Context: an optimization exercise on an open-source flow, tuned for a short achievable clock period and few clock cycles. The choices shown serve that exercise and are no tape-out recipe. RTL that was checked went through simulation tests only; none was proved equivalent to the original. The RTL of run 1 was laid out without a check of its function. Power figures rest on the tool's default switching activity, not on a simulated workload.

<file path="flow/config.mk">
export PLATFORM = sky130hd
export DESIGN_NAME = proc_top
export DESIGN_NICKNAME = proc_top
export VERILOG_FILES = /design/flow/design.v
export SDC_FILE = /design/flow/constraint.sdc
export NUM_CORES = 4
export LEC_CHECK = 0
export ABC_CLOCK_PERIOD_IN_PS = 2500
export CAP_MARGIN = 20
export CORE_MARGIN = 2
export CORE_UTILIZATION = 40
export SETUP_SLACK_MARGIN = 5
export SLEW_MARGIN = 20
</file>
<file path="flow/run.sh">
#!/bin/bash
# synth_recipe.tcl (not shown) runs the flow's synth.tcl, then flattens the netlist and writes it again
# the make line also repeats each setting of config.mk as NAME=value (left out here)
make -C /OpenROAD-flow-scripts/flow DESIGN_CONFIG=/design/flow/config.mk WORK_HOME=/design/flow/orfs CLKGATE_MAP_FILE= SYNTH_SCRIPT=/design/flow/synth_recipe.tcl finish
</file>
<file path="flow/constraint.sdc">
create_clock -name core_clock -period 10.0 [get_ports {clock}]
set_input_delay 2.0000 -clock core_clock [delete_from_list [all_inputs] [get_ports {clock}]]
set_output_delay 2.0000 -clock core_clock [all_outputs]
set_load 0.01 [all_outputs]
</file>
<file path="flow/design.v">
`timescale 1ns/1ns
`default_nettype none
package proc_pkg;
    typedef logic [32-1:0]  word_t;
    typedef logic [5-1:0] reg_idx_t;
    typedef struct packed {
        logic [4:0]  opcode;     
        logic [4:0]  alu_op;     
        logic [4:0]  shamt;
        reg_idx_t    ra;         
        logic        ra_used;
        reg_idx_t    rb;         
        logic        rb_used;
        reg_idx_t    rd;         
        logic        rd_we;      
        word_t       imm;        
        logic [26:0] target;     
    } inst_dec_t;
    typedef struct packed {
        logic      valid;
        word_t     pc;
        inst_dec_t dec;
        word_t     res;          
        word_t     sdata;        
    } stage_t;
    typedef enum logic [1:0] {
        BYP_RF  = 2'd0,
        BYP_MEM = 2'd1,          
        BYP_WB  = 2'd2           
    } byp_src_e;
    typedef struct packed {
        byp_src_e a;
        byp_src_e b;
    } byp_sel_t;
    typedef struct packed {
        logic  cyc;
        logic  stb;
        logic  we;
        word_t adr;
        word_t dat;
    } wb_req_t;
    typedef struct packed {
        logic  ack;
        word_t dat;
    } wb_rsp_t;
    typedef struct packed {
        logic     we;
        reg_idx_t idx;
        word_t    data;
    } wr_port_t;
endpackage
`default_nettype wire
`timescale 1ns/1ns
`default_nettype none
module proc_top (
    input  logic                  clock,
    input  logic                  rst,
    output logic [32-1:0] imem_addr,    
    input  logic [32-1:0] imem_data,
    output logic                  dmem_cyc,
    output logic                  dmem_stb,
    output logic                  dmem_we,
    output logic [32-1:0] dmem_adr,
    output logic [32-1:0] dmem_dat_w,
    input  logic                  dmem_ack,
    input  logic [32-1:0] dmem_dat_r
);
    localparam int BI = 5;              
    localparam int BN = 1 << BI;        
    localparam int TW = 4;              
    localparam int GW = 12;             
    localparam int QN = 4;              
    logic [31:0] pc;
    logic [31:0] link_pred;
    logic        fd_v;
    logic [31:0] fd_pc;
    logic [31:0] fd_ir;
    logic [31:0] fd_pnpc;               
    logic        fd_pt;                 
    logic        fd_bhit;               
    logic        dx_v;
    logic [31:0] dx_pc;
    logic [31:0] dx_pc1;
    logic [31:0] dx_tgt;
    logic [31:0] dx_pnpc;
    logic [31:0] dx_imm;
    logic [31:0] dx_a;
    logic [31:0] dx_b;
    logic [4:0]  dx_srca;
    logic [4:0]  dx_srcb;
    logic [4:0]  dx_dst;
    logic [4:0]  dx_sh;
    logic        dx_ua, dx_ub;
    logic        dx_fxa, dx_fxb;        
    logic        dx_wxw;                
    logic        dx_wld;                
    logic        dx_mem, dx_sw;
    logic        dx_br, dx_bne, dx_imm0, dx_jr, dx_jal, dx_pt, dx_tgtok;
    logic        dx_rtype, dx_sub, dx_and, dx_or, dx_sll, dx_sra;
    logic        xw_we;
    logic [4:0]  xw_rd;
    logic [31:0] xw_res;
    logic        bv;
    logic        bwe;
    logic [31:0] badr;
    logic [31:0] bdat;
    logic [4:0]  brd;
    logic        bld;
    logic        qwe  [0:QN-1];
    logic [31:0] qadr [0:QN-1];
    logic [31:0] qdat [0:QN-1];
    logic [4:0]  qrd  [0:QN-1];
    logic        qld  [0:QN-1];
    logic [1:0]  qh, qt;
    logic [2:0]  qc;
    logic        ack_ld;
    logic        stall_r;               
    logic [31:0] pend;                  
    logic [BN-1:0] btb_v;
    logic [TW-1:0] btb_tag [0:BN-1];
    logic [GW-1:0] btb_tgt [0:BN-1];
    logic [1:0]    btb_ctr [0:BN-1];
    logic [31:0] rfv [0:31];
    assign imem_addr = pc;
    logic [4:0]    f_opc;
    logic          f_isj, f_isjr, f_isbr;
    logic [BI-1:0] f_idx;
    logic          f_bhit, f_pt;
    logic [31:0]   f_inc, f_npc;
    assign f_opc  = imem_data[31:27];
    assign f_isj  = (f_opc == 5'b00001) || (f_opc == 5'b00011);
    assign f_isjr = (f_opc == 5'b00100);
    assign f_isbr = (f_opc == 5'b00010) || (f_opc == 5'b00110);
    assign f_idx  = pc[BI-1:0];
    assign f_bhit = btb_v[f_idx] && (btb_tag[f_idx] == pc[BI+TW-1:BI]);
    assign f_pt   = f_isbr && f_bhit && btb_ctr[f_idx][1];
    assign f_inc  = pc + 32'd1;
    always_comb begin
        if (f_isj)       f_npc = {5'd0, imem_data[26:0]};
        else if (f_isjr) f_npc = link_pred;
        else if (f_pt)   f_npc = {pc[31:GW], btb_tgt[f_idx]};
        else             f_npc = f_inc;
    end
    logic [4:0]  d_opc, d_rd, d_rs, d_rt, d_srca, d_srcb, d_dst;
    logic        d_rtype, d_j, d_bne, d_jal, d_jr, d_addi, d_blt, d_sw, d_lw, d_br;
    logic        d_ua, d_ub, d_wxw, d_wld, d_redir;
    logic [31:0] d_imm, d_pc1, d_tgt, d_va, d_vb;
    logic [4:0]  d_aop;
    assign d_opc   = fd_ir[31:27];
    assign d_rd    = fd_ir[26:22];
    assign d_rs    = fd_ir[21:17];
    assign d_rt    = fd_ir[16:12];
    assign d_aop   = fd_ir[6:2];
    assign d_rtype = d_opc == 5'b00000;
    assign d_j     = d_opc == 5'b00001;
    assign d_bne   = d_opc == 5'b00010;
    assign d_jal   = d_opc == 5'b00011;
    assign d_jr    = d_opc == 5'b00100;
    assign d_addi  = d_opc == 5'b00101;
    assign d_blt   = d_opc == 5'b00110;
    assign d_sw    = d_opc == 5'b00111;
    assign d_lw    = d_opc == 5'b01000;
    assign d_br    = d_bne || d_blt;
    assign d_srca  = (d_br || d_jr) ? d_rd : d_rs;
    assign d_srcb  = d_br ? d_rs : d_rtype ? d_rt : d_rd;
    assign d_ua    = d_rtype || d_addi || d_lw || d_sw || d_br || d_jr;
    assign d_ub    = d_rtype || d_sw || d_br;
    assign d_dst   = d_jal ? 5'd31 : d_rd;
    assign d_wxw   = (d_rtype || d_addi || d_jal) && (d_dst != 5'd0);
    assign d_wld   = d_lw && (d_rd != 5'd0);
    assign d_imm   = {{15{fd_ir[16]}}, fd_ir[16:0]};
    assign d_pc1   = fd_pc + 32'd1;
    assign d_tgt   = d_pc1 + d_imm;
    assign d_redir = fd_v && d_br && !fd_bhit && fd_ir[16];
    always_comb begin
        if (d_srca == 5'd0)                       d_va = 32'd0;
        else if (xw_we && xw_rd == d_srca)        d_va = xw_res;
        else                                      d_va = rfv[d_srca];
        if (d_srcb == 5'd0)                       d_vb = 32'd0;
        else if (xw_we && xw_rd == d_srcb)        d_vb = xw_res;
        else                                      d_vb = rfv[d_srcb];
    end
    logic [31:0] x_a, x_b, x_bop, x_sum, x_res, x_rtgt;
    logic        x_ne, x_lt, x_taken, x_mis, stall_x, x_go, x_enq, redirect_x;
    assign x_a = dx_fxa ? xw_res : dx_a;
    assign x_b = dx_fxb ? xw_res : dx_b;
    assign stall_x = stall_r;
    assign x_go    = dx_v && !stall_x;
    assign x_bop = dx_rtype ? x_b : dx_imm;
    assign x_sum = x_a + (dx_sub ? ~x_bop : x_bop) + {31'd0, dx_sub};
    always_comb begin
        if (dx_jal)      x_res = dx_pc1;
        else if (dx_and) x_res = x_a & x_b;
        else if (dx_or)  x_res = x_a | x_b;
        else if (dx_sll) x_res = x_a << dx_sh;
        else if (dx_sra) x_res = $signed(x_a) >>> dx_sh;
        else             x_res = x_sum;
    end
    assign x_ne    = x_a != x_b;
    assign x_lt    = $signed(x_a) < $signed(x_b);
    assign x_taken = dx_bne ? x_ne : x_lt;
    assign x_mis   = (dx_br && (dx_pt ? (!x_taken || !dx_tgtok) : (x_taken && !dx_imm0))) ||
                     (dx_jr && (x_a != dx_pnpc));
    assign redirect_x = x_go && x_mis;
    assign x_rtgt  = dx_jr ? x_a : x_taken ? dx_tgt : dx_pc1;
    assign x_enq   = x_go && dx_mem;
    always_ff @(posedge clock) begin
        if (rst) begin
            pc <= 32'd0;
        end else if (redirect_x) begin
            pc <= x_rtgt;
        end else if (!stall_x) begin
            pc <= d_redir ? d_tgt : f_npc;
        end
    end
    always_ff @(posedge clock) begin
        if (!stall_x && fd_v && d_jal) begin
            link_pred <= d_pc1;
        end
    end
    always_ff @(posedge clock) begin
        if (rst) begin
            fd_v <= 1'b0;
        end else if (redirect_x || (!stall_x && d_redir)) begin
            fd_v <= 1'b0;
        end else if (!stall_x) begin
            fd_v <= 1'b1;
        end
    end
    always_ff @(posedge clock) begin
        if (!stall_x) begin
            fd_pc   <= pc;
            fd_ir   <= imem_data;
            fd_pnpc <= f_pt ? {pc[31:GW], btb_tgt[f_idx]} : link_pred;
            fd_pt   <= f_pt;
            fd_bhit <= f_bhit;
        end
    end
    always_ff @(posedge clock) begin
        if (rst) begin
            dx_v <= 1'b0;
        end else if (redirect_x) begin
            dx_v <= 1'b0;
        end else if (!stall_x) begin
            dx_v <= fd_v;
        end
    end
    always_ff @(posedge clock) begin
        if (!stall_x) begin
            dx_pc    <= fd_pc;
            dx_pc1   <= d_pc1;
            dx_tgt   <= d_tgt;
            dx_pnpc  <= fd_pnpc;
            dx_imm   <= d_imm;
            dx_srca  <= d_srca;
            dx_srcb  <= d_srcb;
            dx_dst   <= d_dst;
            dx_sh    <= fd_ir[11:7];
            dx_ua    <= d_ua;
            dx_ub    <= d_ub;
            dx_fxa   <= dx_v && dx_wxw && dx_dst == d_srca && d_srca != 5'd0;
            dx_fxb   <= dx_v && dx_wxw && dx_dst == d_srcb && d_srcb != 5'd0;
            dx_wxw   <= d_wxw;
            dx_wld   <= d_wld;
            dx_mem   <= d_lw || d_sw;
            dx_sw    <= d_sw;
            dx_br    <= d_br;
            dx_bne   <= d_bne;
            dx_imm0  <= fd_ir[16:0] == 17'd0;
            dx_jr    <= d_jr;
            dx_jal   <= d_jal;
            dx_pt    <= fd_pt || d_redir;
            dx_tgtok <= !fd_pt || (d_tgt == fd_pnpc);    
            dx_rtype <= d_rtype;
            dx_sub   <= d_rtype && d_aop == 5'b00001;
            dx_and   <= d_rtype && d_aop == 5'b00010;
            dx_or    <= d_rtype && d_aop == 5'b00011;
            dx_sll   <= d_rtype && d_aop == 5'b00100;
            dx_sra   <= d_rtype && d_aop == 5'b00101;
        end
    end
    logic [4:0] n_srca, n_srcb;
    assign n_srca = stall_x ? dx_srca : d_srca;
    assign n_srcb = stall_x ? dx_srcb : d_srcb;
    always_ff @(posedge clock) begin
        if (ack_ld && brd == n_srca) dx_a <= dmem_dat_r;
        else if (!stall_x)           dx_a <= d_va;
        if (ack_ld && brd == n_srcb) dx_b <= dmem_dat_r;
        else if (!stall_x)           dx_b <= d_vb;
    end
    logic [31:0] pend_n;
    logic        qfull_n, st_hold, st_new;
    always_comb begin
        pend_n = pend;
        if (ack_ld)            pend_n[brd] = 1'b0;
        if (x_enq && dx_wld)   pend_n[dx_dst] = 1'b1;
    end
    assign qfull_n = (qc + {2'd0, push} - {2'd0, pop}) == 3'(QN);
    assign st_hold = dx_v && ((dx_ua && pend_n[dx_srca]) || (dx_ub && pend_n[dx_srcb]) ||
                              ((dx_wxw || dx_wld) && pend_n[dx_dst]) || (dx_mem && qfull_n));
    assign st_new  = fd_v && ((d_ua && pend_n[d_srca]) || (d_ub && pend_n[d_srcb]) ||
                              ((d_wxw || d_wld) && pend_n[d_dst]) || ((d_lw || d_sw) && qfull_n));
    always_ff @(posedge clock) begin
        if (rst || redirect_x) stall_r <= 1'b0;
        else if (stall_x)      stall_r <= st_hold;
        else                   stall_r <= st_new;
    end
    always_ff @(posedge clock) begin
        if (rst) begin
            xw_we <= 1'b0;
        end else if (!stall_x) begin
            xw_we  <= dx_v && dx_wxw;
        end
    end
    always_ff @(posedge clock) begin
        if (!stall_x) begin
            xw_rd  <= dx_dst;
            xw_res <= x_res;
        end
    end
    assign rfv[0] = 32'd0;
    for (genvar i = 1; i < 32; i++) begin : g_rf
        logic [31:0] r;
        always_ff @(posedge clock) begin
            if (ack_ld && brd == 5'(i)) begin
                r <= dmem_dat_r;
            end else if (xw_we && xw_rd == 5'(i)) begin
                r <= xw_res;
            end
        end
        assign rfv[i] = r;
    end
    logic [BI-1:0] u_idx;
    logic          u_hit;
    logic [1:0]    u_ctr;
    logic [TW-1:0] u_tag;
    logic          bu_v, bu_taken;
    logic [BI-1:0] bu_idx;
    logic [TW-1:0] bu_tag;
    logic [GW-1:0] bu_tgt;
    always_ff @(posedge clock) begin
        if (rst) bu_v <= 1'b0;
        else     bu_v <= x_go && dx_br && !dx_imm0;
        bu_taken <= x_taken;
        bu_idx   <= dx_pc[BI-1:0];
        bu_tag   <= dx_pc[BI+TW-1:BI];
        bu_tgt   <= dx_tgt[GW-1:0];
    end
    assign u_idx = bu_idx;
    assign u_tag = bu_tag;
    assign u_hit = btb_v[u_idx] && (btb_tag[u_idx] == u_tag);
    assign u_ctr = btb_ctr[u_idx];
    always_ff @(posedge clock) begin
        if (rst) begin
            btb_v <= '0;
        end else if (bu_v && !u_hit && bu_taken) begin
            btb_v[u_idx] <= 1'b1;
        end
    end
    always_ff @(posedge clock) begin
        if (bu_v) begin
            if (u_hit) begin
                if (bu_taken && u_ctr != 2'd3)       btb_ctr[u_idx] <= u_ctr + 2'd1;
                else if (!bu_taken && u_ctr != 2'd0) btb_ctr[u_idx] <= u_ctr - 2'd1;
            end else if (bu_taken) begin
                btb_tag[u_idx] <= u_tag;
                btb_tgt[u_idx] <= bu_tgt;
                btb_ctr[u_idx] <= 2'd3;
            end
        end
    end
    logic bfree, push, pop;
    assign dmem_cyc   = bv;
    assign dmem_stb   = bv;
    assign dmem_we    = bwe;
    assign dmem_adr   = badr;
    assign dmem_dat_w = bdat;
    assign bfree = !bv || dmem_ack;
    assign pop   = bfree && qc != 3'd0;
    assign push  = x_enq && !(bfree && qc == 3'd0);
    always_ff @(posedge clock) begin
        if (rst)        bv <= 1'b0;
        else if (bfree) bv <= (qc != 3'd0) || x_enq;
    end
    always_ff @(posedge clock) begin
        if (bfree) begin
            if (qc != 3'd0) begin
                bwe  <= qwe[qh];
                badr <= qadr[qh];
                bdat <= qdat[qh];
                brd  <= qrd[qh];
                bld  <= qld[qh];
            end else begin
                bwe  <= dx_sw;
                badr <= x_sum;
                bdat <= x_b;
                brd  <= dx_dst;
                bld  <= dx_wld;
            end
        end
    end
    always_ff @(posedge clock) begin
        if (push) begin
            qwe[qt]  <= dx_sw;
            qadr[qt] <= x_sum;
            qdat[qt] <= x_b;
            qrd[qt]  <= dx_dst;
            qld[qt]  <= dx_wld;
        end
    end
    always_ff @(posedge clock) begin
        if (rst) begin
            qh <= 2'd0;
            qt <= 2'd0;
            qc <= 3'd0;
        end else begin
            if (push) qt <= qt + 2'd1;
            if (pop)  qh <= qh + 2'd1;
            qc <= qc + {2'd0, push} - {2'd0, pop};
        end
    end
    assign ack_ld = bv && dmem_ack && !bwe && bld;
    always_ff @(posedge clock) begin
        if (rst) pend <= '0;
        else     pend <= pend_n;
    end
endmodule
`default_nettype wire
</file>
==> impl_results.md, run 1 <==
* Clock Pin Slew Worst Setup and Hold Paths at 0.06 ns
* Per-cell routed wire length at 40.1 um
* Worst Max-Slew Pin Slew at 1.26 ns
* H-tree depth at 5
* Status: finished clean
* Syn Area/Cell at 13.2 um^2
* LEAKAGE at 0.0487 uW
* Clk network pwr share at 0.274
* CP Launch Type: flop
* FFs w/ async S/R, synth at 0
* Ys flop type: edfxtp_1
* GRT overflow at 0
* Comb power frac at 0.344
* RSZ-0062 raised after global routing: yes
* Fin. max-slew vios at 0
* Syn nets at 9937
* Maximum buffer depth of the clock tree at 4
* CTS tree: built
* Number of I/O pins at 166
* Power Internal at 24500 uW
* Worst-skew pair later-pin latency at 0.97 ns
* Final setup TNS at 0 ns
* Crit-path most repeated cell: buf_4
* Post-synth top cells: edfxtp_1, mux2_2, clkbuf_1
* Register area share after synthesis at 0.564
* ANT nets after route at 0
* Rows at 207
* Sw Ratio at 0.353
* First DRT Iteration DRCs at 20600
* Largest net degree at the start of global routing at 161
* Share of the synthesized area in the top cell type at 0.541
* Initial antenna violation count at 48
* Syn. warnings at 2
* HPWL after detailed placement at 348 mm
* Critical path required time at 10.60 ns
* Leading area contributor after synthesis: edfxtp_1
* First-pass GRT wire length at 772 mm
* CP Class: flop to flop
* # setup viols final at 0
* Die X at 569 um
* CTS sink count at 2450
* Total GRT Usage at 0.338
* Most frequent cell after synthesis: edfxtp_1
* Vias per cell at 7.11
* Synth Instances at 9685
* Relative slew slack at 0.162
* Vias at 101000
* Arrival @ worst endpoint at 5.80 ns
* Pwr dens at 258 nW/um^2
* Worst min-delay path category: flop to flop
* # port buffers at 165
* Crit path buf inv count at 3
* Critical Path Sink Type: flop
* Share of layout cells above drive strength 1 at 0.273
* Crit path time final at 5.19 ns
* Utilization after layout at 0.462
* Number of global-route vias before repair at 95300
* Mapped cell area at 128000 um^2
* DIE AREA at 324000 um^2
* Crit path max-delay family: compound AO/OA/AOI/OAI gates
* Initial Util at 0.402
* Root buffer cell: clkbuf_16
* Drt drc at 0
* Ranking of synthesized cells by area: edfxtp_1, mux2_2, mux4_2, a22oi_1, dfxtp_1
* Synth Register Bits at 2450
* Die Height at 569 um
* Fmax at 0.193 GHz
* Core footprint at 318000 um^2
* RePlAce Congestion at 1.00
* # Max-Cap Violations at 0
* Worst path max stage delay at 0.84 ns
* Area growth from synthesis to layout at 14.8%
* Worst-path cell with the longest stage delay: buf_4
* Routed Wire Length at 567 mm
* CTS Buf Count at 281
* Crit path max fanout at 32
* Final Cycle Share at 0.519
* Critical path, cell by cell: buf_4, or3b_2, a21oi_1, a21oi_4, buf_4, nor4_4, buf_4, a221oi_1, nand4_1, o22ai_1, o21ai_0, o21ai_0, o21ai_2
* Reg power frac at 0.382
* Post-synth cell types at 101
* EDFF count, synth at 2302
* NetSw at 13300 uW
* Clock Skew at 0.120 ns
* Pre-Repair DR Iteration Count at 17
* Nets at 9968
* Peak VDD IR at 0.000187 V
* Endpoints failing hold at 0
-- cell families (layout without fill, tap and decap cells) --
group | count (synthesis) | count (layout) | share of synthesized area
DFF | 2450 | 2450 | 0.564
AOI/OAI and AO/OA | 2162 | 2162 | 0.120
and+or+nand+nor | 1944 | 1944 | 0.0729
muxes | 1642 | 1642 | 0.174
buffers and inverters | 1046 | 1286 | 0.0329
xor gates and xnor gates | 256 | 256 | 0.0177
adders and majority gates | 185 | 185 | 0.0183
other | 0 | 42 | 0
-- layout make-up --
type | count | area, um^2
antenna | 42 | 105
clock buffer | 356 | 7660
clock inverter | 136 | 1330
fill | 28000 | 171000
inverter | 172 | 673
multi-input combinational | 6189 | 54000
sequential | 2450 | 72100
tap | 4180 | 5230
timing repair buffer | 622 | 5520
-- worst paths after layout --
check,from,endpoint,slack [ns],cells after the start
setup reg to reg,fd_ir[28]$_DFFE_PN_,dx_b[20]$_DFFE_PP_,4.81,13
hold / removal,dx_pc[8]$_DFFE_PN_,bu_tag[3]$_DFF_P_,0.34,0
hold reg to reg,dx_pc[8]$_DFFE_PN_,bu_tag[3]$_DFF_P_,0.34,0
setup / recovery,fd_ir[28]$_DFFE_PN_,dx_b[20]$_DFFE_PP_,4.81,13
-- layer usage --
| layer | share of wire | track usage |
|---|---|---|
| met5 | 0.0012 | 0.0123 |
| met4 | 0.076 | 0.201 |
| met3 | 0.15 | 0.132 |
| met2 | 0.41 | 0.476 |
| met1 | 0.36 | 0.438 |
-- worst reg2reg max path: stages, from the launching register on --
cell and delay (ns):
edfxtp_1 0.48, buf_4 0.21, or3b_2 0.50, a21oi_1 0.36, a21oi_4 0.04, buf_4 0.34, nor4_4 0.34, buf_4 0.84
a221oi_1 0.37, nand4_1 0.24, o22ai_1 0.10, o21ai_0 0.38, o21ai_0 0.20, o21ai_2 0.54
-- what timing repair did --
action	CTS	global route
pin swaps	13	15
endpoints found under the setup margin	498	220
cloned	1	1
hold buffers	0	0
resized for setup	180	116
setup buffers	46	37
-- sequential cells by signal (all words and copies together) (netlist names), 64 cells and up, named ones only --
name,count
g_rf.r,992
btb_tgt,384
btb_tag,128
qadr,128
qdat,128
btb_ctr,64
-- power by group through the flow --
stage	clock, uW	sequential (uW)	combinational, uW
global route	10800	14500	13500
global placement	0	14700	11600
finish	10400	14400	13000
floorplan	0	14000	7720
detailed placement	0	14700	11800
CTS	10400	14400	12300
-- stage by stage --
step / instance area [um^2] / power, uW / setup WS, ns / hold WS, ns / instances
3_3_place_gp: 135000 / 26300 / 3.04 / 0.336 / 13500
2_1_floorplan: 128000 / 21700 / 5.02 / 0.323 / 9685
3_5_place_dp: 135000 / 26500 / 3.37 / 0.327 / 13500
5_1_grt: 147000 / 38800 / 4.96 / 0.356 / 14100
6_report: 147000 / 37800 / 4.81 / 0.344 / 14100
4_1_cts: 145000 / 37100 / 4.73 / 0.335 / 14100
-- cells in the final DEF, fill, tap and decap left out, types with 37 or more instances in the layout --
cell / Yosys / routed
a21o_1: 48 / 46
clkbuf_16: 0 / 293
and3_1: 57 / 54
o21ai_0: 378 / 336
nor2_1: 497 / 427
o211ai_1: 39 / 39
xnor2_1: 162 / 140
nor2b_1: 87 / 82
clkdlybuf4s50_1: 0 / 154
nor3_1: 157 / 136
inv_1: 151 / 145
a222oi_1: 125 / 125
dfxtp_1: 148 / 137
clkinv_1: 9 / 40
clkinv_2: 0 / 50
ha_1: 182 / 174
nand2_1: 582 / 563
xor2_1: 93 / 82
mux2_2: 1065 / 1065
a22o_1: 157 / 157
diode_2: 0 / 42
a22oi_1: 431 / 431
edfxtp_1: 2302 / 2302
mux4_2: 338 / 338
nor2_2: 1 / 37
a221oi_1: 203 / 200
buf_4: 13 / 413
nand2b_1: 56 / 50
o22ai_1: 56 / 40
clkbuf_1: 651 / 53
a211oi_1: 61 / 47
nand3_1: 127 / 121
mux2i_1: 227 / 180
a21oi_1: 363 / 348
nand4_1: 204 / 204
==> run 2: changes to the inputs <==
--- a/flow/design.v
+++ b/flow/design.v
@@ -80,2 +80,3 @@
     logic        fd_bhit;               
+    logic [4:0]  fd_srca, fd_srcb;
     logic        dx_v;
@@ -97,3 +98,3 @@
     logic        dx_mem, dx_sw;
-    logic        dx_br, dx_bne, dx_imm0, dx_jr, dx_jal, dx_pt, dx_tgtok;
+    logic        dx_br, dx_bne, dx_imm0, dx_jr, dx_jal, dx_pt;
     logic        dx_rtype, dx_sub, dx_and, dx_or, dx_sll, dx_sra;
@@ -137,2 +138,7 @@
     assign f_inc  = pc + 32'd1;
+    logic       f_rtype;
+    logic [4:0] f_srca, f_srcb;
+    assign f_rtype = f_opc == 5'b00000;
+    assign f_srca  = (f_isbr || f_isjr) ? imem_data[26:22] : imem_data[21:17];
+    assign f_srcb  = f_isbr ? imem_data[21:17] : f_rtype ? imem_data[16:12] : imem_data[26:22];
     always_comb begin
@@ -163,4 +169,4 @@
     assign d_br    = d_bne || d_blt;
-    assign d_srca  = (d_br || d_jr) ? d_rd : d_rs;
-    assign d_srcb  = d_br ? d_rs : d_rtype ? d_rt : d_rd;
+    assign d_srca  = fd_srca;
+    assign d_srcb  = fd_srcb;
     assign d_ua    = d_rtype || d_addi || d_lw || d_sw || d_br || d_jr;
@@ -198,7 +204,18 @@
     end
-    assign x_ne    = x_a != x_b;
-    assign x_lt    = $signed(x_a) < $signed(x_b);
+    logic ne00, ne10, ne01, lt00, lt10, lt01, jn0, jn1, x_tgtok, x_jmis;
+    assign ne00 = dx_a != dx_b;
+    assign ne10 = xw_res != dx_b;
+    assign ne01 = dx_a != xw_res;
+    assign lt00 = $signed(dx_a) < $signed(dx_b);
+    assign lt10 = $signed(xw_res) < $signed(dx_b);
+    assign lt01 = $signed(dx_a) < $signed(xw_res);
+    assign jn0  = dx_a != dx_pnpc;
+    assign jn1  = xw_res != dx_pnpc;
+    assign x_ne = dx_fxa ? (!dx_fxb && ne10) : (dx_fxb ? ne01 : ne00);
+    assign x_lt = dx_fxa ? (!dx_fxb && lt10) : (dx_fxb ? lt01 : lt00);
+    assign x_jmis  = dx_fxa ? jn1 : jn0;
+    assign x_tgtok = dx_tgt == dx_pnpc;            
     assign x_taken = dx_bne ? x_ne : x_lt;
-    assign x_mis   = (dx_br && (dx_pt ? (!x_taken || !dx_tgtok) : (x_taken && !dx_imm0))) ||
-                     (dx_jr && (x_a != dx_pnpc));
+    assign x_mis   = (dx_br && (dx_pt ? (!x_taken || !x_tgtok) : (x_taken && !dx_imm0))) ||
+                     (dx_jr && x_jmis);
     assign redirect_x = x_go && x_mis;
@@ -236,2 +253,4 @@
             fd_bhit <= f_bhit;
+            fd_srca <= f_srca;
+            fd_srcb <= f_srcb;
         end
@@ -252,3 +271,3 @@
             dx_tgt   <= d_tgt;
-            dx_pnpc  <= fd_pnpc;
+            dx_pnpc  <= d_redir ? d_tgt : fd_pnpc;
             dx_imm   <= d_imm;
@@ -272,3 +291,2 @@
             dx_pt    <= fd_pt || d_redir;
-            dx_tgtok <= !fd_pt || (d_tgt == fd_pnpc);    
             dx_rtype <= d_rtype;
@@ -297,3 +315,3 @@
     end
-    assign qfull_n = (qc + {2'd0, push} - {2'd0, pop}) == 3'(QN);
+    assign qfull_n = ((qc == 3'(QN)) && !pop) || ((qc == 3'(QN - 1)) && push && !pop);
     assign st_hold = dx_v && ((dx_ua && pend_n[dx_srca]) || (dx_ub && pend_n[dx_srcb]) ||
==> flow/flow/run.sh (new file) <==
#!/bin/bash
# Standard ORFS layout, with the resizer free to change cell footprints and aiming further below the period.
set -o pipefail
bash standard.sh MATCH_CELL_FOOTPRINT=0 SETUP_SLACK_MARGIN=6.5 finish > make_finish.log 2>&1
==> flow/standard.sh (new file) <==
#!/bin/bash
# synth_recipe.tcl (not shown) runs the flow's synth.tcl, then flattens the netlist and writes it again
# the make line also repeats each setting of config.mk as NAME=value (left out here)
make -C /OpenROAD-flow-scripts/flow DESIGN_CONFIG=/design/flow/config.mk WORK_HOME=/design/flow/orfs CLKGATE_MAP_FILE= SYNTH_SCRIPT=/design/flow/synth_recipe.tcl "${@:-finish}"
removed: flow/run.sh
==> impl_results.md, run 2 <==
* Arrival @ worst endpoint at 5.43 ns (-0.37 ns)
* CTS tree: built
* First-pass GRT wire length at 857 mm (+11%)
* Crit path max fanout at 5 (-84%)
* Commonest non-fill, non-tap cell in the layout: edfxtp_1
* Initial Util at 0.402 (+0.000537)
* Post-synth cell types at 93 (-7.9%)
* Final setup TNS at 0 ns (unchanged)
* Clock Skew at 0.119 ns (-0.00132 ns)
* LEAKAGE at 0.0534 uW (+9.6%)
* Clock Pin Slew Worst Setup and Hold Paths at 0.07 ns (about the same)
* Syn. warnings at 2 (unchanged)
* Maximum buffer depth of the clock tree at 4 (unchanged)
* Drt drc at 0 (unchanged)
* Vias at 111000 (+10%)
* R2R Path Start: dx_a[7]$_DFFE_PP_
* Worst min-delay path category: flop to flop
* H-tree depth at 5 (unchanged)
* Total GRT Usage at 0.385 (+0.0471)
* Syn nets at 10500 (+5.6%)
* Crit-path most repeated cell: a21o_1
* DIE AREA at 322000 um^2 (-0.59%)
* Mapped cell area at 127000 um^2 (-0.59%)
* Status: finished clean
* Register area share after synthesis at 0.569 (+0.00432)
* Fmax at 0.210 GHz (+8.9%)
* Per-cell routed wire length at 43.2 um (+7.7%)
* Initial antenna violation count at 57 (+19%)
* Core footprint at 315000 um^2 (-0.73%)
* Gr busiest metal: met2
* Hold buffer count at cts at 0 (unchanged)
* CP Class: flop to flop
* ANT nets after route at 0 (unchanged)
* Critical Path Sink Type: flop
* Die X at 567 um (-0.30%)
* First DRT Iteration DRCs at 23000 (+12%)
* Largest register by flop count: g_rf.r
* Synth Register Bits at 2454 (+0.16%)
* Met1 usage in global routing at 0.493 (+0.0548)
* Critical path, cell by cell: mux2i_1, buf_4, inv_1, ha_2, a21o_1, a21o_1, a2111oi_4, o41ai_2, a221o_1, a21o_1, a221o_2, a311oi_2, xor2_2, a211oi_2, o21a_1
* Final Power at 40500 uW (+7.3%)
* Top Registers: g_rf.r x992, btb_tgt x384
* Worst-skew pair later-pin latency at 0.99 ns (+0.02 ns)
* Path depth of the worst reg2reg path at 15 (+2)
* Rows at 206 (-0.48%)
* Number of I/O pins at 166 (unchanged)
* Nets at 11100 (+11%)
* Reg2reg setup slack at 5.23 ns (+0.43 ns)
* Area growth from synthesis to layout at 22.6%
* GR Util met3 at 0.176 (+0.0444)
* Reg-to-Reg End: xw_res[29]$_DFFE_PN_
* Share of the synthesized area in the top cell type at 0.545 (+0.00418)
* Root buffer cell: clkbuf_16
* RSZ-0062 raised after global routing: yes
* Fin. max-slew vios at 0 (unchanged)
* Most frequent cell after synthesis: edfxtp_1
* CP Launch Type: flop
* Vias per cell at 7.27 (+2.2%)
* Synth Instances at 10200 (+5.8%)
* RePlAce Congestion at 1.01 (+1.2%)
* Share of layout cells above drive strength 1 at 0.297 (+0.0244)
* HPWL after detailed placement at 379 mm (+8.9%)
* Number of global-route vias before repair at 99800 (+4.7%)
* Pre-Repair DR Iteration Count at 13 (-4)
* EDFF count, synth at 2306 (+0.17%)
* # port buffers at 165 (unchanged)
* Largest net degree at the start of global routing at 95 (-41%)
* Worst path max stage delay at 0.68 ns (-0.16 ns)
* Worst-path cell with the longest stage delay: edfxtp_1
* Relative slew slack at 0.111 (-0.0508)
* Routed Wire Length at 660 mm (+16%)
* Syn Area/Cell at 12.4 um^2 (-6.0%)
* Final Cycle Share at 0.477 (-0.0426)
* Crit path max-delay family: compound AO/OA/AOI/OAI gates
* Worst Hold Depth at 0 (unchanged)
* Critical path required time at 10.67 ns (+0.07 ns)
* WHS at 0.302 ns (-0.0424 ns)
* Crit path buf inv count at 2 (-1)
* Peak VDD IR at 0.000154 V (-17%)
* CTS Buf Count at 281 (unchanged)
* Crit path time final at 4.77 ns (-0.426 ns)
* Leading area contributor after synthesis: edfxtp_1
* Endpoints failing hold at 0 (unchanged)
* Commonest cells after routing, fill and taps aside: edfxtp_1, nand2_1, o21ai_0, buf_4, mux2_2
* Ys flop type: edfxtp_1
* GR Util met2 at 0.522 (+0.0459)
* Post-synth top cells: edfxtp_1, nand2_1, o21ai_0
* GRT overflow at 0 (unchanged)
* Hold_sp: dx_pc[6]$_DFFE_PN_
* # Max-Cap Violations at 0 (unchanged)
* Largest register FFs at 992 (unchanged)
* # setup viols final at 0 (unchanged)
* Hold Path End: bu_tag[1]$_DFF_P_
* FFs w/ async S/R, synth at 0 (unchanged)
* CTS sink count at 2454 (+0.16%)
* Die Height at 567 um (-0.30%)
* Pwr dens at 260 nW/um^2 (+1.1%)
* Ranking of synthesized cells by area: edfxtp_1, mux4_2, mux2_2, o21ai_0, nand2_1
* Worst Max-Slew Pin Slew at 1.33 ns (+0.0761 ns)
## run 2: worst max-delay path by stage
stage,from,to,slack [ns],depth (start not counted)
final,dx_a[7]$_DFFE_PP_,xw_res[29]$_DFFE_PN_,5.23,15
after global routing,fd_pc[0]$_DFFE_PN_,pc[31]$_SDFFE_PP0P_,5.24,21
after detailed placement,imem_data[30],pc[31]$_SDFFE_PP0P_,3.41,10
after global placement,xw_res[9]$_DFFE_PN_,pc[13]$_SDFFE_PP0P_,3.29,14
after CTS,dx_fxb$_DFFE_PN_,xw_res[29]$_DFFE_PN_,5.46,17
after floorplan,dmem_ack,stall_r$_SDFF_PP0_,5.60,10
## run 2: logic make-up (layout without fill, tap and decap cells)
group,after synthesis,after routing,share of synthesized area
adder cells (fa/ha/maj),180,180,0.0179
flip-flops,2454,2454,0.569
other,0,95,0
AND/OR/NAND/NOR,2263,2270,0.0805
XOR/XNOR,253,253,0.0175
AO/OA/AOI/OAI,2749,2754,0.143
buffers and inverters,1089,1866,0.0332
multiplexers,1257,1257,0.139
## run 2: routing by layer
metal	part of all wire	vias up	wire length, um
met3	0.16	3358	108000
li1	-	41400	-
met1	0.35	54900	233000
met5	0.0014	-	947
met4	0.089	57	59000
met2	0.39	11500	258000
## run 2: where the power goes
group / switching (uW) / internal (uW)
registers: 1190 / 13300
logic: 9190 / 6320
clock network: 4620 / 5860
## run 2: per-stage QoR
stage | util | worst slack [ns] | std cells | area (um^2)
finish | 0.493 | 5.23 | 15300 | 156000
global route | 0.493 | 5.24 | 15200 | 155000
CTS | 0.479 | 5.46 | 15000 | 151000
detailed placement | 0.427 | 3.41 | 14100 | 135000
global placement | 0.427 | 3.29 | 14100 | 135000
floorplan | - | 5.60 | 10200 | 128000
## run 2: area by class of cell
class	count	area, um^2
diodes	95	238
clock buffers	351	7470
clock inverters	155	1590
fillers	27400	160000
inverters	222	1060
multi-input cells	6714	55900
flip-flops and latches	2454	72400
well taps	4160	5200
repair buffers	1138	11900
## run 2: timing repair
action                                 in CTS  in global routing
cloned                                     29                 29
setup endpoints to repair                3499               1211
endpoints found under the hold margin       0                  0
setup buffers                             357                185
pin swaps                                 193                172
gates resized for setup                  1211                521
Testbench counts of run 2, summed over its fixed seeds: cycles 147,597.
==> run 3: changes to the inputs <==
--- a/flow/design.v
+++ b/flow/design.v
@@ -81,2 +81,7 @@
     logic [4:0]  fd_srca, fd_srcb;
+    logic [31:1] fd_oha, fd_ohb;        
+    logic [1:0]  fd_ctr;                
+    logic [4:0]  fd_cnt, fd_trip;
+    logic        fd_conf;
+    logic [31:0] fd_pc1;
     logic        dx_v;
@@ -99,3 +104,7 @@
     logic        dx_br, dx_bne, dx_imm0, dx_jr, dx_jal, dx_pt;
-    logic        dx_rtype, dx_sub, dx_and, dx_or, dx_sll, dx_sra;
+    logic        dx_rtype, dx_sub, dx_subx, dx_and, dx_or, dx_sll, dx_sra, dx_usum;
+    logic [31:0] dx_ob0;
+    logic        dx_bhit, dx_conf;
+    logic [1:0]  dx_ctr;
+    logic [4:0]  dx_cnt, dx_trip;
     logic        xw_we;
@@ -103,2 +112,3 @@
     logic [31:0] xw_res;
+    logic [31:0] xw_inv;
     logic        bv;
@@ -123,2 +133,6 @@
     logic [1:0]    btb_ctr [0:BN-1];
+    logic [4:0]    btb_cnt  [0:BN-1];
+    logic [4:0]    btb_trip [0:BN-1];
+    logic          btb_conf [0:BN-1];
+    logic          btb_px   [0:BN-1];
     logic [31:0] rfv [0:31];
@@ -128,4 +142,5 @@
     logic [BI-1:0] f_idx;
-    logic          f_bhit, f_pt;
-    logic [31:0]   f_inc, f_npc;
+    logic          f_bhit, f_pt, f_bt;
+    logic [31:0]   f_btgt;
+    logic [31:0]   f_inc;
     assign f_opc  = imem_data[31:27];
@@ -136,3 +151,5 @@
     assign f_bhit = btb_v[f_idx] && (btb_tag[f_idx] == pc[BI+TW-1:BI]);
-    assign f_pt   = f_isbr && f_bhit && btb_ctr[f_idx][1];
+    assign f_bt   = f_bhit && btb_ctr[f_idx][1] && !btb_px[f_idx];    
+    assign f_pt   = f_isbr && f_bt;
+    assign f_btgt = {pc[31:GW], btb_tgt[f_idx]};
     assign f_inc  = pc + 32'd1;
@@ -143,8 +160,2 @@
     assign f_srcb  = f_isbr ? imem_data[21:17] : f_rtype ? imem_data[16:12] : imem_data[26:22];
-    always_comb begin
-        if (f_isj)       f_npc = {5'd0, imem_data[26:0]};
-        else if (f_isjr) f_npc = link_pred;
-        else if (f_pt)   f_npc = {pc[31:GW], btb_tgt[f_idx]};
-        else             f_npc = f_inc;
-    end
     logic [4:0]  d_opc, d_rd, d_rs, d_rt, d_srca, d_srcb, d_dst;
@@ -177,15 +188,23 @@
     assign d_imm   = {{15{fd_ir[16]}}, fd_ir[16:0]};
-    assign d_pc1   = fd_pc + 32'd1;
+    assign d_pc1   = fd_pc1;
     assign d_tgt   = d_pc1 + d_imm;
     assign d_redir = fd_v && d_br && !fd_bhit && fd_ir[16];
+    logic d_sub, d_fxb;
+    assign d_sub = d_rtype && d_aop == 5'b00001;
+    assign d_fxb = dx_v && dx_wxw && dx_dst == d_srcb && d_srcb != 5'd0;
+    logic [31:0] rf_a, rf_b;
     always_comb begin
-        if (d_srca == 5'd0)                       d_va = 32'd0;
-        else if (xw_we && xw_rd == d_srca)        d_va = xw_res;
-        else                                      d_va = rfv[d_srca];
-        if (d_srcb == 5'd0)                       d_vb = 32'd0;
-        else if (xw_we && xw_rd == d_srcb)        d_vb = xw_res;
-        else                                      d_vb = rfv[d_srcb];
+        rf_a = 32'd0;
+        rf_b = 32'd0;
+        for (int i = 1; i < 32; i++) begin
+            rf_a = rf_a | ({32{fd_oha[i]}} & rfv[i]);
+            rf_b = rf_b | ({32{fd_ohb[i]}} & rfv[i]);
+        end
+        d_va = (xw_we && xw_rd == d_srca && d_srca != 5'd0) ? xw_res : rf_a;
+        d_vb = (xw_we && xw_rd == d_srcb && d_srcb != 5'd0) ? xw_res : rf_b;
     end
-    logic [31:0] x_a, x_b, x_bop, x_sum, x_res, x_rtgt;
+    logic [31:0] x_a, x_b, x_sum, x_oth, x_res, x_rtgt;
     logic        x_ne, x_lt, x_taken, x_mis, stall_x, x_go, x_enq, redirect_x;
+    logic        mis_r;                 
+    logic [31:0] rtgt_r;
     assign x_a = dx_fxa ? xw_res : dx_a;
@@ -193,13 +212,21 @@
     assign stall_x = stall_r;
-    assign x_go    = dx_v && !stall_x;
-    assign x_bop = dx_rtype ? x_b : dx_imm;
-    assign x_sum = x_a + (dx_sub ? ~x_bop : x_bop) + {31'd0, dx_sub};
-    always_comb begin
-        if (dx_jal)      x_res = dx_pc1;
-        else if (dx_and) x_res = x_a & x_b;
-        else if (dx_or)  x_res = x_a | x_b;
-        else if (dx_sll) x_res = x_a << dx_sh;
-        else if (dx_sra) x_res = $signed(x_a) >>> dx_sh;
-        else             x_res = x_sum;
-    end
+    assign x_go    = dx_v && !stall_x && !mis_r;
+    logic [31:0] s00, s10, s01a, s01s, s11;
+    logic        bfx;
+    assign bfx  = dx_rtype && dx_fxb;
+    assign s00  = dx_a + dx_ob0 + {31'd0, dx_sub};
+    assign s10  = xw_res + dx_ob0 + {31'd0, dx_sub};
+    assign s01a = dx_a + xw_res;
+    assign s01s = dx_a + xw_inv + 32'd1;
+    assign s11  = dx_subx ? 32'd0 : {xw_res[30:0], 1'b0};    
+    assign x_sum = dx_fxa ? (bfx ? s11 : s10) : (bfx ? (dx_subx ? s01s : s01a) : s00);
+    logic [31:0] x_sll, x_sra;
+    assign x_sll = x_a << dx_sh;
+    assign x_sra = $signed(x_a) >>> dx_sh;
+    assign x_oth = ({32{dx_and}} & (x_a & x_b)) |
+                   ({32{dx_or}}  & (x_a | x_b)) |
+                   ({32{dx_sll}} & x_sll) |
+                   ({32{dx_sra}} & x_sra) |
+                   ({32{dx_jal}} & dx_pc1);
+    assign x_res = dx_usum ? x_sum : x_oth;
     logic ne00, ne10, ne01, lt00, lt10, lt01, jn0, jn1, x_tgtok, x_jmis;
@@ -224,9 +251,21 @@
     always_ff @(posedge clock) begin
-        if (rst) begin
-            pc <= 32'd0;
-        end else if (redirect_x) begin
-            pc <= x_rtgt;
-        end else if (!stall_x) begin
-            pc <= d_redir ? d_tgt : f_npc;
-        end
+        if (rst) mis_r <= 1'b0;
+        else     mis_r <= redirect_x;
+        rtgt_r <= x_rtgt;
+    end
+    logic        pc_usef, sj, sr, sb, sn;
+    logic [31:0] pc_oth, pc_brn, pc_non, pc_n;
+    assign pc_usef = !mis_r && !stall_x && !d_redir;
+    assign pc_oth  = mis_r ? rtgt_r : stall_x ? pc : d_tgt;
+    assign pc_brn  = f_bt ? f_btgt : f_inc;
+    assign pc_non  = pc_usef ? f_inc : pc_oth;
+    assign sj = pc_usef && f_isj;
+    assign sr = pc_usef && f_isjr;
+    assign sb = pc_usef && f_isbr;
+    assign sn = !(sj || sr || sb);
+    assign pc_n = ({32{sj}} & {5'd0, imem_data[26:0]}) | ({32{sr}} & link_pred) |
+                  ({32{sb}} & pc_brn) | ({32{sn}} & pc_non);
+    always_ff @(posedge clock) begin
+        if (rst) pc <= 32'd0;
+        else     pc <= pc_n;
     end
@@ -240,3 +279,3 @@
             fd_v <= 1'b0;
-        end else if (redirect_x || (!stall_x && d_redir)) begin
+        end else if (mis_r || (!stall_x && d_redir)) begin
             fd_v <= 1'b0;
@@ -249,4 +288,5 @@
             fd_pc   <= pc;
+            fd_pc1  <= f_inc;
             fd_ir   <= imem_data;
-            fd_pnpc <= f_pt ? {pc[31:GW], btb_tgt[f_idx]} : link_pred;
+            fd_pnpc <= f_pt ? f_btgt : link_pred;
             fd_pt   <= f_pt;
@@ -254,2 +294,10 @@
             fd_srca <= f_srca;
+            for (int i = 1; i < 32; i++) begin
+                fd_oha[i] <= f_srca == 5'(i);
+                fd_ohb[i] <= f_srcb == 5'(i);
+            end
+            fd_ctr  <= btb_ctr[f_idx];
+            fd_cnt  <= btb_cnt[f_idx];
+            fd_trip <= btb_trip[f_idx];
+            fd_conf <= btb_conf[f_idx];
             fd_srcb <= f_srcb;
@@ -260,3 +308,3 @@
             dx_v <= 1'b0;
-        end else if (redirect_x) begin
+        end else if (mis_r) begin
             dx_v <= 1'b0;
@@ -280,3 +328,9 @@
             dx_fxa   <= dx_v && dx_wxw && dx_dst == d_srca && d_srca != 5'd0;
-            dx_fxb   <= dx_v && dx_wxw && dx_dst == d_srcb && d_srcb != 5'd0;
+            dx_fxb   <= d_fxb;
+            dx_subx  <= d_sub && d_fxb;
+            dx_bhit  <= fd_bhit;
+            dx_ctr   <= fd_ctr;
+            dx_cnt   <= fd_cnt;
+            dx_trip  <= fd_trip;
+            dx_conf  <= fd_conf;
             dx_wxw   <= d_wxw;
@@ -292,3 +346,3 @@
             dx_rtype <= d_rtype;
-            dx_sub   <= d_rtype && d_aop == 5'b00001;
+            dx_sub   <= d_sub;
             dx_and   <= d_rtype && d_aop == 5'b00010;
@@ -297,2 +351,4 @@
             dx_sra   <= d_rtype && d_aop == 5'b00101;
+            dx_usum  <= !d_jal && !(d_rtype && (d_aop == 5'b00010 || d_aop == 5'b00011 ||
+                                                d_aop == 5'b00100 || d_aop == 5'b00101));
         end
@@ -302,2 +358,5 @@
     assign n_srcb = stall_x ? dx_srcb : d_srcb;
+    logic n_rt, n_sub;
+    assign n_rt  = stall_x ? dx_rtype : d_rtype;
+    assign n_sub = stall_x ? dx_sub : d_sub;
     always_ff @(posedge clock) begin
@@ -307,17 +366,27 @@
         else if (!stall_x)           dx_b <= d_vb;
+        if (ack_ld && brd == n_srcb && n_rt) dx_ob0 <= dmem_dat_r ^ {32{n_sub}};
+        else if (!stall_x)                   dx_ob0 <= (d_rtype ? d_vb : d_imm) ^ {32{d_sub}};
     end
     logic [31:0] pend_n;
-    logic        qfull_n, st_hold, st_new;
+    logic        qfull_n, st_hold, st_new, setv;
+    logic        hp_a, hp_b, hp_d, np_a, np_b, np_d;
+    assign setv = x_enq && dx_wld;
     always_comb begin
         pend_n = pend;
-        if (ack_ld)            pend_n[brd] = 1'b0;
-        if (x_enq && dx_wld)   pend_n[dx_dst] = 1'b1;
+        if (ack_ld) pend_n[brd] = 1'b0;
+        if (setv)   pend_n[dx_dst] = 1'b1;
     end
+    assign hp_a = pend[dx_srca] && !(ack_ld && brd == dx_srca);
+    assign hp_b = pend[dx_srcb] && !(ack_ld && brd == dx_srcb);
+    assign hp_d = pend[dx_dst]  && !(ack_ld && brd == dx_dst);
+    assign np_a = (pend[d_srca] && !(ack_ld && brd == d_srca)) || (setv && dx_dst == d_srca);
+    assign np_b = (pend[d_srcb] && !(ack_ld && brd == d_srcb)) || (setv && dx_dst == d_srcb);
+    assign np_d = (pend[d_dst]  && !(ack_ld && brd == d_dst))  || (setv && dx_dst == d_dst);
     assign qfull_n = ((qc == 3'(QN)) && !pop) || ((qc == 3'(QN - 1)) && push && !pop);
-    assign st_hold = dx_v && ((dx_ua && pend_n[dx_srca]) || (dx_ub && pend_n[dx_srcb]) ||
-                              ((dx_wxw || dx_wld) && pend_n[dx_dst]) || (dx_mem && qfull_n));
-    assign st_new  = fd_v && ((d_ua && pend_n[d_srca]) || (d_ub && pend_n[d_srcb]) ||
-                              ((d_wxw || d_wld) && pend_n[d_dst]) || ((d_lw || d_sw) && qfull_n));
+    assign st_hold = dx_v && ((dx_ua && hp_a) || (dx_ub && hp_b) ||
+                              ((dx_wxw || dx_wld) && hp_d) || (dx_mem && qfull_n));
+    assign st_new  = fd_v && ((d_ua && np_a) || (d_ub && np_b) ||
+                              ((d_wxw || d_wld) && np_d) || ((d_lw || d_sw) && qfull_n));
     always_ff @(posedge clock) begin
-        if (rst || redirect_x) stall_r <= 1'b0;
+        if (rst || mis_r)      stall_r <= 1'b0;
         else if (stall_x)      stall_r <= st_hold;
@@ -329,3 +398,3 @@
         end else if (!stall_x) begin
-            xw_we  <= dx_v && dx_wxw;
+            xw_we  <= x_go && dx_wxw;
         end
@@ -336,2 +405,3 @@
             xw_res <= x_res;
+            xw_inv <= ~x_res;
         end
@@ -354,3 +424,5 @@
     logic [TW-1:0] u_tag;
-    logic          bu_v, bu_taken;
+    logic          bu_v, bu_taken, bu_bk, bu_hit, bu_conf;
+    logic [1:0]    bu_ctr;
+    logic [4:0]    bu_cnt, bu_trip;
     logic [BI-1:0] bu_idx;
@@ -362,2 +434,8 @@
         bu_taken <= x_taken;
+        bu_bk    <= dx_imm[31];
+        bu_hit   <= dx_bhit;
+        bu_ctr   <= dx_ctr;
+        bu_cnt   <= dx_cnt;
+        bu_trip  <= dx_trip;
+        bu_conf  <= dx_conf;
         bu_idx   <= dx_pc[BI-1:0];
@@ -368,4 +446,4 @@
     assign u_tag = bu_tag;
-    assign u_hit = btb_v[u_idx] && (btb_tag[u_idx] == u_tag);
-    assign u_ctr = btb_ctr[u_idx];
+    assign u_hit = bu_hit;
+    assign u_ctr = bu_ctr;
     always_ff @(posedge clock) begin
@@ -376,2 +454,33 @@
         end
+    end
+    logic [4:0] u_cnt, u_trip, l_cnt, l_trip;
+    logic       u_conf, l_conf;
+    assign u_cnt  = bu_cnt;
+    assign u_trip = bu_trip;
+    assign u_conf = bu_conf;
+    always_comb begin
+        if (bu_taken) begin
+            l_cnt  = (u_cnt == 5'd31) ? u_cnt : u_cnt + 5'd1;
+            l_trip = u_trip;
+            l_conf = u_conf;
+        end else begin
+            l_cnt  = 5'd0;
+            l_trip = u_cnt;
+            l_conf = u_cnt == u_trip;
+        end
+    end
+    always_ff @(posedge clock) begin
+        if (bu_v) begin
+            if (u_hit) begin
+                btb_cnt[u_idx]  <= l_cnt;
+                btb_trip[u_idx] <= l_trip;
+                btb_conf[u_idx] <= l_conf;
+                btb_px[u_idx]   <= bu_bk && l_conf && (l_cnt == l_trip);
+            end else if (bu_taken) begin
+                btb_cnt[u_idx]  <= 5'd1;
+                btb_trip[u_idx] <= 5'd0;
+                btb_conf[u_idx] <= 1'b0;
+                btb_px[u_idx]   <= 1'b0;
+            end
+        end
     end
==> flow/flow/run.sh (replaced) <==
#!/bin/bash
# Standard ORFS layout, with the resizer free to change cell footprints and aiming further below the period.
set -o pipefail
bash standard.sh MATCH_CELL_FOOTPRINT=0 SETUP_SLACK_MARGIN=7 finish > make_finish.log 2>&1
==> impl_results.md, run 3 <==
* Rows at 226 (+9.7%)
* Endpoints failing hold at 0 (unchanged)
* HPWL after detailed placement at 429 mm (+13%)
* Maximum buffer depth of the clock tree at 4 (unchanged)
* Vias at 129000 (+16%)
* Xor/xnor share of the synthesized area at 0.0223 (+0.00481)
* Ranking of synthesized cells by area: edfxtp_1, mux2_2, mux4_2, o21ai_0, nand2_1
* Core footprint at 379000 um^2 (+20%)
* # setup viols final at 0 (unchanged)
* Nets at 13400 (+21%)
* # port buffers at 165 (unchanged)
* Top Registers: g_rf.r x992, btb_tgt x384
* Critical Path Sink Type: flop
* Share of the synthesized area in the top cell type at 0.559 (+0.0137)
* Relative slew slack at 0.122 (+0.0106)
* Synth Register Bits at 3034 (+24%)
* Commonest non-fill, non-tap cell in the layout: edfxtp_1
* Pre-Repair DR Iteration Count at 17 (+4)
* RePlAce Congestion at 1.02 (+1.2%)
* First DRT Iteration DRCs at 24900 (+8.3%)
* RSZ-0062 raised after global routing: yes
* Placed instance count at 16800 (+19%)
* Mapped cell area at 153000 um^2 (+20%)
* Area growth from synthesis to layout at 24.4%
* Multiplexer share of the synthesized area at 0.116 (-0.0234)
* CTS Buf Count at 332 (+18%)
* Arrival @ worst endpoint at 4.57 ns (-0.86 ns)
* Syn nets at 12600 (+20%)
* Drt drc at 0 (unchanged)
* DIE AREA at 386000 um^2 (+20%)
* WHS at 0.341 ns (+0.0388 ns)
* Initial Util at 0.402 (about the same)
* Main combinational cell family by area after synthesis: compound AO/OA/AOI/OAI gates
* Vias per cell at 7.05 (-3.1%)
* Worst min-delay path category: flop to flop
* Number of I/O pins at 166 (unchanged)
* Reg power frac at 0.350 (-0.009)
* Post-synthesis adder-cell area fraction at 0.0232 (+0.00528)
* Share of layout cells above drive strength 1 at 0.293 (-0.00357)
* Met1 wire length at 273 mm (+17%)
* Syn Area/Cell at 12.5 um^2 (+0.84%)
* Synth Area in Compound Gates at 0.145 (+0.00131)
* Number of global-route vias before repair at 118000 (+18%)
* Sw Ratio at 0.364 (-0.00585)
* Crit path time final at 3.93 ns (-0.840 ns)
* Die Height at 622 um (+9.6%)
* Crit path max fanout at 4 (-1)
* Total GRT Usage at 0.375 (-0.0105)
* CTS sink count at 3034 (+24%)
* Largest register FFs at 992 (unchanged)
* Commonest cells after routing, fill and taps aside: edfxtp_1, nand2_1, o21ai_0, buf_4, mux2_2
* Fin. max-slew vios at 0 (unchanged)
* Fmax at 0.255 GHz (+21%)
* Clk network pwr share at 0.264 (+0.005)
* NetSw at 17300 uW (+16%)
* Ys flop type: edfxtp_1
* Post-synth cell types at 98 (+5.4%)
* CTS tree: built
* Synth Area in Simple Gates at 0.0777 (-0.00285)
* Status: finished clean
* WL met2 at 304 mm (+18%)
* Final Power at 47600 uW (+17%)
* Die X at 622 um (+9.6%)
* Critical path required time at 10.65 ns (-0.02 ns)
* H-tree depth at 5 (unchanged)
* GRT overflow at 0 (unchanged)
* First-pass GRT wire length at 1000 mm (+17%)
* Clock Skew at 0.0905 ns (-0.0284 ns)
* DR WL met3 at 119 mm (+10%)
* Largest register by flop count: g_rf.r
* Synth Instances at 12200 (+19%)
* EDFF count, synth at 2841 (+23%)
* Hold buffer count at cts at 0 (unchanged)
* Leading area contributor after synthesis: edfxtp_1
* Register area share after synthesis at 0.584 (+0.0157)
* Utilization after layout at 0.501 (+0.00723)
* Pwr dens at 251 nW/um^2 (-3.7%)
* FFs w/ async S/R, synth at 0 (unchanged)
* Peak VDD IR at 0.000199 V (+29%)
* LEAKAGE at 0.0648 uW (+21%)
* Worst-skew pair later-pin latency at 1.01 ns (+0.02 ns)
* Reg2reg setup slack at 6.07 ns (+0.84 ns)
* Clock Pin Slew Worst Setup and Hold Paths at 0.06 ns (about the same)
* Syn. warnings at 2 (unchanged)
* # Max-Cap Violations at 0 (unchanged)
* Worst Max-Slew Pin Slew at 1.32 ns (-0.0159 ns)
* Per-cell routed wire length at 41.7 um (-3.4%)
* Top layer in use: met5
* Comb power frac at 0.386 (+0.003)
* Most frequent cell after synthesis: edfxtp_1
* Root buffer cell: clkbuf_16
* CP Class: flop to flop
* Routed Wire Length at 766 mm (+16%)
* Final setup TNS at 0 ns (unchanged)
* Finished Layout Cells at 18400 (+20%)
* ANT nets after route at 0 (unchanged)
* CP Launch Type: flop
* Post-synth top cells: edfxtp_1, nand2_1, o21ai_0
* Power Internal at 30300 uW (+19%)
* Largest net degree at the start of global routing at 147 (+55%)
* Final Cycle Share at 0.393 (-0.0840)
* Initial antenna violation count at 67 (+18%)
[run 3: cell count changes in the layout (fill, tap and decap cells not counted), moves of 64 or more]
cell / previous run / this run
buf_4: 599 / 763
nand3_1: 94 / 159
nand2_1: 1000 / 1178
edfxtp_1: 2306 / 2841
o221ai_1: 8 / 95
o21ai_0: 809 / 873
a21oi_1: 336 / 413
clkbuf_16: 324 / 418
xor2_1: 86 / 189
buf_12: 83 / 217
o22ai_1: 122 / 54
[run 3: stage by stage]
stage,instance area (um^2),setup slack [ns]
2_1_floorplan,153000,6.13
3_3_place_gp,161000,3.38
3_5_place_dp,161000,3.25
4_1_cts,185000,6.18
5_1_grt,190000,6.03
6_report,190000,6.07
[run 3: worst paths after layout]
| check | to | depth (start not counted) | startpoint |
|---|---|---|---|
| worst min-delay path | bu_idx[4]$_DFF_P_ | 0 | dx_pc[4]$_DFFE_PN_ |
| worst max register to register | badr[30]$_DFFE_PP_ | 15 | dx_a[0]$_DFFE_PP_ |
| worst min register to register | bu_idx[4]$_DFF_P_ | 0 | dx_pc[4]$_DFFE_PN_ |
| worst max-delay path | badr[30]$_DFFE_PP_ | 15 | dx_a[0]$_DFFE_PP_ |
[run 3: layer usage]
metal,vias to the layer above,global-route usage
met5,-,0.00642
met4,40,0.241
met3,3547,0.167
met2,12300,0.520
met1,64100,0.472
li1,49400,-
[run 3: kinds of logic after synthesis]
| family | Yosys count |
|---|---|
| compound gates | 3292 |
| flops | 3034 |
| xor+xnor | 387 |
| fa+ha+maj | 278 |
| mux | 1311 |
| simple gates | 2638 |
| buf+inv | 1269 |
[run 3: power groups by stage]
stage | Combinational, uW | Clock (uW) | Sequential [uW]
final | 18400 | 12600 | 16700
after global placement | 12400 | 0 | 17100
after floorplan | 7930 | 0 | 16700
after detailed placement | 12600 | 0 | 17100
after CTS | 16700 | 12600 | 16600
after global routing | 18900 | 13000 | 16700
[run 3: timing repair]
item | in CTS | in global routing
pin swaps | 299 | 242
gates cloned | 94 | 29
resized for setup | 1899 | 565
setup buffers | 552 | 209
setup endpoints to repair | 3162 | 1644
[run 3: cell type report]
| class | count | area (um^2) |
|---|---|---|
| Antenna cell | 83 | 208 |
| Clock buffer | 413 | 8810 |
| Clock inverter | 194 | 2000 |
| Fill cell | 32200 | 189000 |
| Inverter | 255 | 1170 |
| Multi-Input combinational cell | 7932 | 65400 |
| Sequential cell | 3034 | 89300 |
| Tap cell | 5016 | 6280 |
| Timing Repair Buffer | 1449 | 16700 |
| Timing Repair inverter | 1 | 5.00 |
[run 3: critical path, cell delays in order, from the launching register on]
cell      delay, ns
edfxtp_1       0.41
buf_12         0.19
ha_4           0.17
fa_2           0.36
nor2b_4        0.15
o311a_4        0.35
o21ai_4        0.19
a31oi_4        0.11
o31a_1         0.37
buf_6          0.16
o21ai_4        0.22
o31ai_2        0.11
mux2_4         0.31
o211ai_1       0.18
buf_4          0.21
o21ai_2        0.07
Testbench counts of run 3, summed over its fixed seeds: cycles 146,976.

[static timing again, ports no longer ideal]
Ports are ideal in the flow. The routed layouts listed here were re-timed in OpenROAD. Step 1 assumes that a clkbuf_16 drives the clock port and a buf_2 every other input. Step 2, shift: input delay + t, output delay - t, t = (earliest + latest rising clock arrival at the registers) / 2. This alone moves slack from input paths to output paths. a / b / c = ideal / step 1 / step 2; a / b = the first two.
run	t, ns	slack for setup (ns)	worst slew at a driven data input, ns
run 1	1.001	4.808 / 4.783 / 3.783	0.32
run 2	1.037	5.234 / 5.234 / 4.866	0.18
run 3	1.072	6.074 / 6.074 / 5.876	0.17
After both steps every run listed still meets setup and hold. For run 1, which loses most, drivers alone change the setup slack by -0.025 ns; drivers and shift together by -1.025 ns.
